Context: an optimization exercise on an open-source flow, tuned for small area, a short achievable clock period and few clock cycles. The choices shown serve that exercise and are no tape-out recipe. In this exercise RTL edits were held to simulation tests only and were not proved equivalent to the original. No activity file was given, so power comes from the tool's default toggle rates.

== 08-18 ==
## rename_unit
module rename_unit (
   input  logic       clk,
   input  logic       reset_n,
   input  logic       in0_valid,
   input  logic       in0_rd_valid,
   input  logic [4:0] in0_rd,
   input  logic [4:0] in0_rs1,
   input  logic [4:0] in0_rs2,
   input  logic       in1_valid,
   input  logic       in1_rd_valid,
   input  logic [4:0] in1_rd,
   input  logic [4:0] in1_rs1,
   input  logic [4:0] in1_rs2,
   output logic       rename_ready,
   output logic [5:0] out0_prf_rs1,
   output logic [5:0] out0_prf_rs2,
   output logic [5:0] out0_prd,
   output logic [5:0] out0_prd_old,
   output logic [3:0] out0_rob_idx,
   output logic [5:0] out1_prf_rs1,
   output logic [5:0] out1_prf_rs2,
   output logic [5:0] out1_prd,
   output logic [5:0] out1_prd_old,
   output logic [3:0] out1_rob_idx,
   input  logic       complete_valid,
   input  logic [3:0] complete_idx,
   input  logic       mispredict_valid,
   input  logic [3:0] mispredict_idx,
   output logic       ret0_valid,
   output logic       ret0_wb,
   output logic [4:0] ret0_arf,
   output logic [5:0] ret0_prf,
   output logic [5:0] ret0_prf_old,
   output logic       ret1_valid,
   output logic       ret1_wb,
   output logic [4:0] ret1_arf,
   output logic [5:0] ret1_prf,
   output logic [5:0] ret1_prf_old
);
Settings: LEC_CHECK=0, CAP_MARGIN=20, CORE_MARGIN=2, CORE_UTILIZATION=35, CTS_CLUSTER_DIAMETER=100, CTS_CLUSTER_SIZE=20, PLACE_DENSITY=0.45, SETUP_SLACK_MARGIN=4.5, SLEW_MARGIN=20, SYNTH_HIERARCHICAL=1, SYNTH_MINIMUM_KEEP_SIZE=0, TNS_END_PERCENT=0; clock period 10.0 ns.
standard.sh (not shown) runs the stock make flow with config.mk's settings and CLKGATE_MAP_FILE= SYNTH_SCRIPT=/design/flow/synth_recipe.tcl, a recipe that flattens the netlist after the stock synthesis.
==> flow/flow/run.sh <==
#!/bin/bash
# The standard layout, except that the port buffers are plain buf_2
# cells instead of the delay cells buffer_ports picks by default.
set -euo pipefail
export BUFFER_PORTS_ARGS="-buffer_cell sky130_fd_sc_hd__buf_2"
bash standard.sh > standard_flow.log 2>&1
Testbench counts of 08-18, summed over its fixed seeds: cycles 50,282.
What 04-06 does differently from 08-18 at the input level:
-- flow/design.v --
<<< 08-18, line 39
   predecode u_pd4 (.a (rd_id[0]),  .p2 (p2[4]), .p3 (p3[4]));
   predecode u_pd5 (.a (rd_id[1]),  .p2 (p2[5]), .p3 (p3[5]));
   always_comb begin
      byp        = in_valid[0] && in_rd_valid[0];
>>> 04-06, line 39
   predecode u_pd4 (.a (rd_id[0]),  .p2 (p2[4]), .p3 (p3[4]));
   predecode u_pd5 (.a (rd_id[1]),  .p2 (p2[5]), .p3 (p3[5]));
   logic [1:0][3:0] w2;
   logic [1:0][7:0] w3;
   predecode u_pw0 (.a (wr_arf[0]), .p2 (w2[0]), .p3 (w3[0]));
   predecode u_pw1 (.a (wr_arf[1]), .p2 (w2[1]), .p3 (w3[1]));
   always_comb begin
      byp        = in_valid[0] && in_rd_valid[0];
<<< 08-18, line 51
      spec_next = spec;
      for (int i = 0; i < 32; i++) begin
         if (wr_en[0] && wr_arf[0] == 5'(i)) spec_next[6*i +: 6] = wr_prf[0];
         if (wr_en[1] && wr_arf[1] == 5'(i)) spec_next[6*i +: 6] = wr_prf[1];
      end
   end
>>> 04-06, line 55
      spec_next = spec;
      for (int i = 0; i < 32; i++) begin
         if (wr_en[0] && w2[0][i%4] && w3[0][i/4]) spec_next[6*i +: 6] = wr_prf[0];
         if (wr_en[1] && w2[1][i%4] && w3[1][i/4]) spec_next[6*i +: 6] = wr_prf[1];
      end
   end
<<< 08-18, line 183
      accept     = in_valid & {2{ready && !mispredict_valid}};
      rob_idx[0] = tail;
      rob_idx[1] = tail + {3'b0, in_valid[0]};
      acc_cnt    = {1'b0, accept[0]} + {1'b0, accept[1]};
      tail_acc   = tail + {2'b0, acc_cnt};
>>> 04-06, line 187
      accept     = in_valid & {2{ready && !mispredict_valid}};
      rob_idx[0] = tail;
      rob_idx[1] = in_valid[0] ? tail + 4'd1 : tail;
      acc_cnt    = {1'b0, accept[0]} + {1'b0, accept[1]};
      tail_acc   = tail + {2'b0, acc_cnt};
### Flow results
Compared with 08-18, 04-06 shows portion of the clock cycle consumed by the worst path in the final layout lower by 1.8 points.
Max highest net fanout along the worst path across 04-06 and 08-18: 04-06
met1 layer usage reported by global route sits higher in 04-06 than in 08-18.
Total net switching power delta for 04-06 relative to 08-18: about 3% lower
Max freq 08-18 -> 04-06: improved
Relative to 08-18, total power has decreased by 0.000062 W in 04-06.
Cell count: 04-06 lower than 08-18
Going from 08-18 to 04-06, the via count of the first global-routing pass was found to have gone down by 528.
Compare 04-06 and 08-18 | mean post-synth cell area higher: 04-06
Relative to 08-18, 04-06 improves post-route worst hold slack.
Taking 08-18 as the reference point, the final worst-path setup slack of 04-06 rises by 0.18 ns.
Testbench counts of 04-06, summed over its fixed seeds: cycles 50,282.

==> separate check: timing with driven ports <==
In the flow no input, the clock included, has a driving cell. The finished layouts below were timed again as built, in two steps.
Step 1 sets driving cells, clkbuf_16 on the clock port and buf_2 on the other inputs (assumed; they add their load-dependent delay and slew).
Step 2, shift: input delay + t, output delay - t, t = (earliest + latest rising clock arrival at the registers) / 2. This alone moves slack from input paths to output paths.
Three values: no drivers, after step 1, after step 2; two values: the first two.
| run | t, ns | setup WS [ns] | worst slew at a driven data input, ns |
|---|---|---|---|
| 08-18 | 0.742 | 3.963 / 3.917 / 3.917 | 0.13 |
| 04-06 | 0.733 | 4.145 / 4.077 / 3.847 | 0.09 |
After both steps setup and hold are still met in every run listed. The setup slack of 04-06, which loses most, moves by -0.068 ns with the drivers and by -0.298 ns with both steps.
